Source: an optimization exercise on an open RTL-to-GDS flow (aim: small area, a short achievable clock period and few clock cycles per item). Production flows keep margins and buffers that such runs may drop.
At most, simulation tests tie the RTL to the original design; equivalence was not proved.
No activity file was given, so power comes from the tool's default toggle rates.

== lane 1 ==
==> flow/design.v (excerpt) <==
module entropy_decode_top #(
	parameter int MEM_LATENCY = 2
) (
	input  logic Clock,
	input  logic Resetn,
	input  logic start,
	input  logic q_select,
	output logic [entropy_pkg::ADDR_W-1:0] mem_addr,
	output logic mem_rd,
	input  logic [entropy_pkg::WORD_W-1:0] mem_data,
	output logic block_ready,
	input  logic [entropy_pkg::IDX_W-1:0] rd_addr,
	output logic [entropy_pkg::COEF_W-1:0] rd_data
);
Size: roughly 2500 cells after synthesis, about 750 flip-flops.
export LEC_CHECK = 0
export CAP_MARGIN = 20
export CORE_MARGIN = 2
export CORE_UTILIZATION = 40
export SETUP_SLACK_MARGIN = 3.5
export SLEW_MARGIN = 20
create_clock -name core_clock -period 6.5 [get_ports {Clock}]
run.sh (not shown) runs the stock make flow with config.mk's settings and CLKGATE_MAP_FILE= SYNTH_SCRIPT=/design/flow/synth_recipe.tcl, a recipe that flattens the netlist after the stock synthesis.
### lane 1 -> lane 2
# lane 1
export LEC_CHECK = 0
export CAP_MARGIN = 20
export CORE_MARGIN = 2
export CORE_UTILIZATION = 40
export SETUP_SLACK_MARGIN = 3.5
export SLEW_MARGIN = 20
create_clock -name core_clock -period 6.5 [get_ports {Clock}]
# lane 2
export LEC_CHECK = 0
export CAP_MARGIN = 20
export CORE_MARGIN = 2
export CORE_UTILIZATION = 40
export CTS_BUF_LIST = sky130_fd_sc_hd__clkbuf_4 sky130_fd_sc_hd__clkbuf_8
export CTS_CLUSTER_SIZE = 30
export SETUP_SLACK_MARGIN = 3.0
export SLEW_MARGIN = 20
create_clock -name core_clock -period 6.5 [get_ports {Clock}]
--- outcome ---
The higher iteration count of the initial detailed-routing pass came out of lane 1. Lane 2 vs lane 1, critical path capture point: u_deq.rd_data[7]$_DFF_P_ vs u_deq.rd_data[10]$_DFF_P_. Re number of buffers and inverters on the critical path: lane 1 was higher than lane 2. The run with more routed wire is lane 1, not lane 2.
Relative to lane 2, the following input files were edited for lane 3:
# lane 2
export LEC_CHECK = 0
export CAP_MARGIN = 20
export CORE_MARGIN = 2
export CORE_UTILIZATION = 40
export CTS_BUF_LIST = sky130_fd_sc_hd__clkbuf_4 sky130_fd_sc_hd__clkbuf_8
export CTS_CLUSTER_SIZE = 30
export SETUP_SLACK_MARGIN = 3.0
export SLEW_MARGIN = 20
create_clock -name core_clock -period 6.5 [get_ports {Clock}]
# lane 3
export LEC_CHECK = 0
export CAP_MARGIN = 20
export CORE_MARGIN = 2
export CORE_UTILIZATION = 40
export SETUP_SLACK_MARGIN = 3.0
export SLEW_MARGIN = 20
create_clock -name core_clock -period 6.5 [get_ports {Clock}]
Notes after the runs:
Lane 3: all stages complete, timing, DRC and antenna checks passed. Lane 2 has a higher clock buffer count in the final layout than lane 3. Est. power | lane 3 vs lane 2 | lane 3 higher. [compare] base=lane 2 new=lane 3: share of total power in combinational logic shows a reduction of 0.5 points; clock power share shows an increase of 1.3 points; via count of the first global-routing pass shows a reduction of 368; met3 layer usage reported by global route shows a reduction of 0.77 points.
Modified inputs, lane 4 compared to lane 3
# lane 3
export LEC_CHECK = 0
export CAP_MARGIN = 20
export CORE_MARGIN = 2
export CORE_UTILIZATION = 40
export SETUP_SLACK_MARGIN = 3.0
export SLEW_MARGIN = 20
create_clock -name core_clock -period 6.5 [get_ports {Clock}]
# lane 4
export LEC_CHECK = 0
export CAP_MARGIN = 20
export CORE_MARGIN = 2
export CORE_UTILIZATION = 55
export CTS_BUF_LIST = sky130_fd_sc_hd__clkbuf_8
export SETUP_SLACK_MARGIN = 3.0
export SLEW_MARGIN = 20
create_clock -name core_clock -period 6.5 [get_ports {Clock}]
==> comparison <==
Compared with lane 3, lane 4 shows area after detailed placement that has gone down slightly. On power: lane 4 sits below lane 3. In the tables for lane 4 and lane 3, share of power burned in the clock network reads lower with lane 4. Compared to lane 3, lane 4 has pre-CTS worst setup slack 0.23 ns higher. Utilization after layout (lane 4 over lane 3): increase, 17 points.
No run of this note included a check of the RTL's function; only the layout flow was run.


run D:
Another version of the RTL of entropy_decode_top (not shown whole).
For scale: ~3300 cells after synthesis, roughly 740 flip-flops, about 62 I/O pins, ~33000 sq um of cells after synthesis.
clock: 6.5 ns
lec_check: 0
abc_area: 1
cap_margin: 20
core_margin: 2
core_utilization: 55
cts_buf_list: sky130_fd_sc_hd__clkbuf_8 sky130_fd_sc_hd__clkbuf_16
cts_cluster_diameter: 120
cts_cluster_size: 25
setup_slack_margin: 3.6
slew_margin: 20
Testbench counts of run D, summed over its fixed seeds: cycles 24,934, blocks 320.
Input-level comparison between run B and run D:
diff --git a/flow/config.mk b/flow/config.mk
--- a/flow/config.mk
+++ b/flow/config.mk
@@ -13,3 +13,4 @@
 export CTS_CLUSTER_DIAMETER = 120
-export CTS_CLUSTER_SIZE = 25
+export CTS_CLUSTER_SIZE = 30
+export PLACE_DENSITY = 0.72
 export SETUP_SLACK_MARGIN = 3.6
### Flow results
Run D -> run B: final cell count flat
As far as standard-cell row count goes, run D and run B are indistinguishable; the numbers are identical.
Number of cells on the worst reg-to-reg path in run B is 2 above run D.
Run B: no failed stages, no open violations at the end


The RTL this note starts from:
==> flow/design.v <==
package entropy_pkg;
	localparam int WORD_W = 16;
	localparam int ADDR_W = 18;
	localparam int COEF_W = 16;
	localparam int RAW_W = 9;    
	localparam int BLOCK_SIZE = 64;
	localparam int IDX_W = 6;
	localparam int CODE_W = 13;  
	localparam int FIFO_D = 4;   
endpackage
module bit_window (
	input  logic Clock,
	input  logic Resetn,
	output logic [entropy_pkg::ADDR_W-1:0] mem_addr,
	output logic mem_rd,
	input  logic [entropy_pkg::WORD_W-1:0] mem_data,
	output logic [entropy_pkg::CODE_W-1:0] bits,
	output logic bits_valid,
	input  logic take
);
	localparam int D = entropy_pkg::FIFO_D;
	logic [15:0] wd [D];
	logic [2:0] cnt;
	logic [3:0] ofs;
	logic v1, v2;
	logic [4:0] ofs_sum;
	logic pop;
	logic [2:0] cnt_pop;
	logic [2:0] pending;
	logic [31:0] pair;
	logic [4:0] nxt [16];
	assign pair = {wd[0], wd[1]};
	assign bits = 13'(pair << ofs >> 19);
	assign bits_valid = (cnt >= 3'd2);
	always_comb begin
		for (int o = 0; o < 16; o++) begin
			casez (pair[31 - o -: 4])
				4'b00??: nxt[o] = 5'(o + 8);
				4'b100?: nxt[o] = 5'(o + 9);
				4'b1010: nxt[o] = 5'(o + 4);
				4'b1011: nxt[o] = 5'(o + 13);
				default: nxt[o] = 5'(o + 5);
			endcase
		end
	end
	assign ofs_sum = nxt[ofs];
	assign pop = take & ofs_sum[4];
	assign cnt_pop = cnt - 3'(pop);
	assign pending = cnt + 3'(mem_rd) + 3'(v1) + 3'(v2);
	always_ff @(posedge Clock or negedge Resetn) begin
		if (!Resetn) begin
			cnt <= '0;
			ofs <= '0;
			v1 <= 1'b0;
			v2 <= 1'b0;
			mem_rd <= 1'b0;
			mem_addr <= '0;
		end else begin
			mem_rd <= (pending - 3'(pop)) < 3'(D);
			if (mem_rd) mem_addr <= mem_addr + 1'b1;
			v1 <= mem_rd;
			v2 <= v1;
			cnt <= cnt_pop + 3'(v2);
			if (take) ofs <= ofs_sum[3:0];
		end
	end
	always_ff @(posedge Clock) begin
		for (int i = 0; i < D; i++) begin
			if (v2 && 3'(i) == cnt_pop) wd[i] <= mem_data;
			else if (pop) wd[i] <= (i + 1 < D) ? wd[(i + 1) % D] : wd[i];
		end
	end
endmodule
module vlc_decoder (
	input  logic Clock,
	input  logic Resetn,
	input  logic [entropy_pkg::CODE_W-1:0] bits,
	input  logic bits_valid,
	output logic take,
	input  logic drain,           
	output logic code_valid,
	output logic code_eob,
	output logic code_zero,       
	output logic [3:0] code_cnt,  
	output logic [entropy_pkg::RAW_W-1:0] code_a,
	output logic [2:0] code_b
);
	logic [8:0] a;
	logic [3:0] n;
	logic eob, zero;
	always_comb begin
		a = {{6{bits[10]}}, bits[10:8]};
		n = 4'd1;
		eob = 1'b0;
		zero = 1'b0;
		casez (bits[12:9])
			4'b00??: begin
				n = 4'd2;
			end
			4'b01??: ;
			4'b100?: begin
				a = {{3{bits[9]}}, bits[9:4]};
			end
			4'b1010: begin
				eob = 1'b1;
				zero = 1'b1;
			end
			4'b1011: begin
				a = bits[8:0];
			end
			default: begin
				zero = 1'b1;
				n = (bits[10:8] == 3'd0) ? 4'd8 : {1'b0, bits[10:8]};
			end
		endcase
	end
	assign take = bits_valid && (!code_valid || drain);
	always_ff @(posedge Clock or negedge Resetn) begin
		if (!Resetn) begin
			code_valid <= 1'b0;
		end else begin
			code_valid <= take || (code_valid && !drain);
		end
	end
	always_ff @(posedge Clock) begin
		if (take) begin
			code_eob <= eob;
			code_zero <= zero;
			code_cnt <= n;
			code_a <= a;
			code_b <= bits[7:5];
		end
	end
endmodule
module coeff_sequencer (
	input  logic Clock,
	input  logic Resetn,
	input  logic start,
	input  logic code_valid,
	input  logic code_eob,
	input  logic code_zero,
	input  logic [3:0] code_cnt,
	input  logic [entropy_pkg::RAW_W-1:0] code_a,
	input  logic [2:0] code_b,
	output logic drain,
	output logic [entropy_pkg::BLOCK_SIZE-1:0] wr_en,  
	output logic [entropy_pkg::RAW_W-1:0] wr_even,
	output logic [entropy_pkg::RAW_W-1:0] wr_odd,
	output logic block_ready
);
	logic active;
	logic fin;
	logic [5:0] k;
	logic [6:0] k_end;
	logic last;
	logic [entropy_pkg::RAW_W-1:0] b;
	assign drain = (active || start) && code_valid;
	assign k_end = {1'b0, k} + {3'd0, code_cnt};
	assign last = code_eob || k_end[6];
	always_comb begin
		for (int s = 0; s < entropy_pkg::BLOCK_SIZE; s++) begin
			wr_en[s] = drain && (6'(s) >= k) && (last || 7'(s) < k_end);
		end
	end
	assign b = {{6{code_b[2]}}, code_b};
	assign wr_even = code_zero ? '0 : (k[0] ? b : code_a);
	assign wr_odd = code_zero ? '0 : (k[0] ? code_a : b);
	always_ff @(posedge Clock or negedge Resetn) begin
		if (!Resetn) begin
			active <= 1'b0;
			fin <= 1'b0;
			k <= '0;
			block_ready <= 1'b0;
		end else begin
			active <= (active || start) && !(drain && last);
			fin <= start && drain && last;
			block_ready <= fin || (block_ready && !start) || (drain && last && !start);
			if (drain) k <= last ? 6'd0 : k_end[5:0];
		end
	end
endmodule
module dequantizer (
	input  logic Clock,
	input  logic start,
	input  logic q_select,
	input  logic [entropy_pkg::BLOCK_SIZE-1:0] wr_en,  
	input  logic [entropy_pkg::RAW_W-1:0] wr_even,
	input  logic [entropy_pkg::RAW_W-1:0] wr_odd,
	input  logic [entropy_pkg::IDX_W-1:0] rd_addr,
	output logic [entropy_pkg::COEF_W-1:0] rd_data
);
	localparam logic [383:0] SCAN_OF = 384'hffeeb9c70923f7be32be5895f37cee9a1594db4b678174cad6ca1f6122c9ae979944c203a9d69034710271b3ce185040;
	logic [entropy_pkg::RAW_W-1:0] store [entropy_pkg::BLOCK_SIZE];
	logic q_sel;
	logic [entropy_pkg::RAW_W-1:0] raw;
	logic [3:0] d;
	logic [2:0] e;
	always_ff @(posedge Clock) begin
		if (start) q_sel <= q_select;  
		for (int p = 0; p < entropy_pkg::BLOCK_SIZE; p++) begin
			if (wr_en[SCAN_OF[6 * p +: 6]]) begin
				store[p] <= SCAN_OF[6 * p] ? wr_odd : wr_even;
			end
		end
	end
	assign d = {1'b0, rd_addr[5:3]} + {1'b0, rd_addr[2:0]};
	assign e = q_sel ? ((d >= 4'd10) ? 3'd6 : 3'(d[3:1]) + 3'd1) : 3'(d[3:2]) + 3'd3;
	assign raw = store[rd_addr];
	always_ff @(posedge Clock) begin
		rd_data <= {{(entropy_pkg::COEF_W - entropy_pkg::RAW_W){raw[entropy_pkg::RAW_W-1]}}, raw} << e;
	end
endmodule
module entropy_decode_top #(
	parameter int MEM_LATENCY = 2
) (
	input  logic Clock,
	input  logic Resetn,
	input  logic start,
	input  logic q_select,
	output logic [entropy_pkg::ADDR_W-1:0] mem_addr,
	output logic mem_rd,
	input  logic [entropy_pkg::WORD_W-1:0] mem_data,
	output logic block_ready,
	input  logic [entropy_pkg::IDX_W-1:0] rd_addr,
	output logic [entropy_pkg::COEF_W-1:0] rd_data
);
	logic [entropy_pkg::CODE_W-1:0] bits;
	logic bits_valid;
	logic take;
	logic drain;
	logic code_valid;
	logic code_eob;
	logic code_zero;
	logic [3:0] code_cnt;
	logic [entropy_pkg::RAW_W-1:0] code_a;
	logic [2:0] code_b;
	logic [entropy_pkg::BLOCK_SIZE-1:0] wr_en;
	logic [entropy_pkg::RAW_W-1:0] wr_even;
	logic [entropy_pkg::RAW_W-1:0] wr_odd;
	bit_window u_window (
		.Clock(Clock),
		.Resetn(Resetn),
		.mem_addr(mem_addr),
		.mem_rd(mem_rd),
		.mem_data(mem_data),
		.bits(bits),
		.bits_valid(bits_valid),
		.take(take)
	);
	vlc_decoder u_vlc (
		.Clock(Clock),
		.Resetn(Resetn),
		.bits(bits),
		.bits_valid(bits_valid),
		.take(take),
		.drain(drain),
		.code_valid(code_valid),
		.code_eob(code_eob),
		.code_zero(code_zero),
		.code_cnt(code_cnt),
		.code_a(code_a),
		.code_b(code_b)
	);
	coeff_sequencer u_seq (
		.Clock(Clock),
		.Resetn(Resetn),
		.start(start),
		.code_valid(code_valid),
		.code_eob(code_eob),
		.code_zero(code_zero),
		.code_cnt(code_cnt),
		.code_a(code_a),
		.code_b(code_b),
		.drain(drain),
		.wr_en(wr_en),
		.wr_even(wr_even),
		.wr_odd(wr_odd),
		.block_ready(block_ready)
	);
	dequantizer u_deq (
		.Clock(Clock),
		.start(start),
		.q_select(q_select),
		.wr_en(wr_en),
		.wr_even(wr_even),
		.wr_odd(wr_odd),
		.rd_addr(rd_addr),
		.rd_data(rd_data)
	);
endmodule
Settings: LEC_CHECK=0, ABC_CLOCK_PERIOD_IN_PS=2500, CAP_MARGIN=20, CORE_MARGIN=2, CORE_UTILIZATION=40, SLEW_MARGIN=20; clock period 6.5 ns.
Change:
--- a/flow/config.mk
+++ b/flow/config.mk
@@ -7,3 +7,2 @@
 export LEC_CHECK = 0
-export ABC_CLOCK_PERIOD_IN_PS = 2500
 export CAP_MARGIN = 20
Wire length is unchanged.
Utilization does not change.
Synthesized area is unchanged.
Cell area is unchanged.
Cell count is unchanged.
Clock-buffer cell count stays the same.
Worst setup slack stays the same.
No functional check of the RTL was part of any run of this note.

-- port drivers added, routing unchanged --
No port has a modelled driver above. Below, the same layouts with a new extraction and two added sets of constraints.
Step 1, drivers: a clkbuf_16 drives Clock and a buf_2 each remaining input, both assumed.
Step 2 also shifts input and output timing later by t, the mid clock arrival at the registers, as if the neighbouring blocks saw the same clock.
Slacks: ideal / step 1 / step 2; pairs: ideal / step 1.
| run | t, ns | setup WS [ns] | worst setup path after step 2 | worst data-port slew with drivers (ns) | pins driven straight from the clock port |
|---|---|---|---|---|---|
| lane 1 | 0.690 | 3.226 / 3.067 / 2.377 | input to register | 0.29 | 1 |
| lane 2 | 0.834 | 2.926 / 2.947 / 2.113 | input to register | 0.05 | 1 |
| lane 3 | 0.698 | 2.975 / 3.009 / 2.311 | input to register | 0.09 | 1 |
| lane 4 | 0.792 | 2.986 / 3.017 / 2.225 | input to register | 0.14 | 1 |
| run D | 0.655 | 3.599 / 3.577 / 2.955 | input to register | 0.17 | 1 |
| run B | 0.712 | 3.605 / 3.548 / 2.932 | input to register | 0.06 | 1 |
| the first run of note 3 | 0.700 | 1.414 / 1.455 / 0.755 | input to register | 0.05 | 1 |
| the second run of note 3 | 0.700 | 1.414 / 1.455 / 0.755 | input to register | 0.05 | 1 |
After both steps every run listed still meets setup and hold. The setup slack of lane 1, which loses most, moves by -0.159 ns with the drivers and by -0.849 ns with both steps.
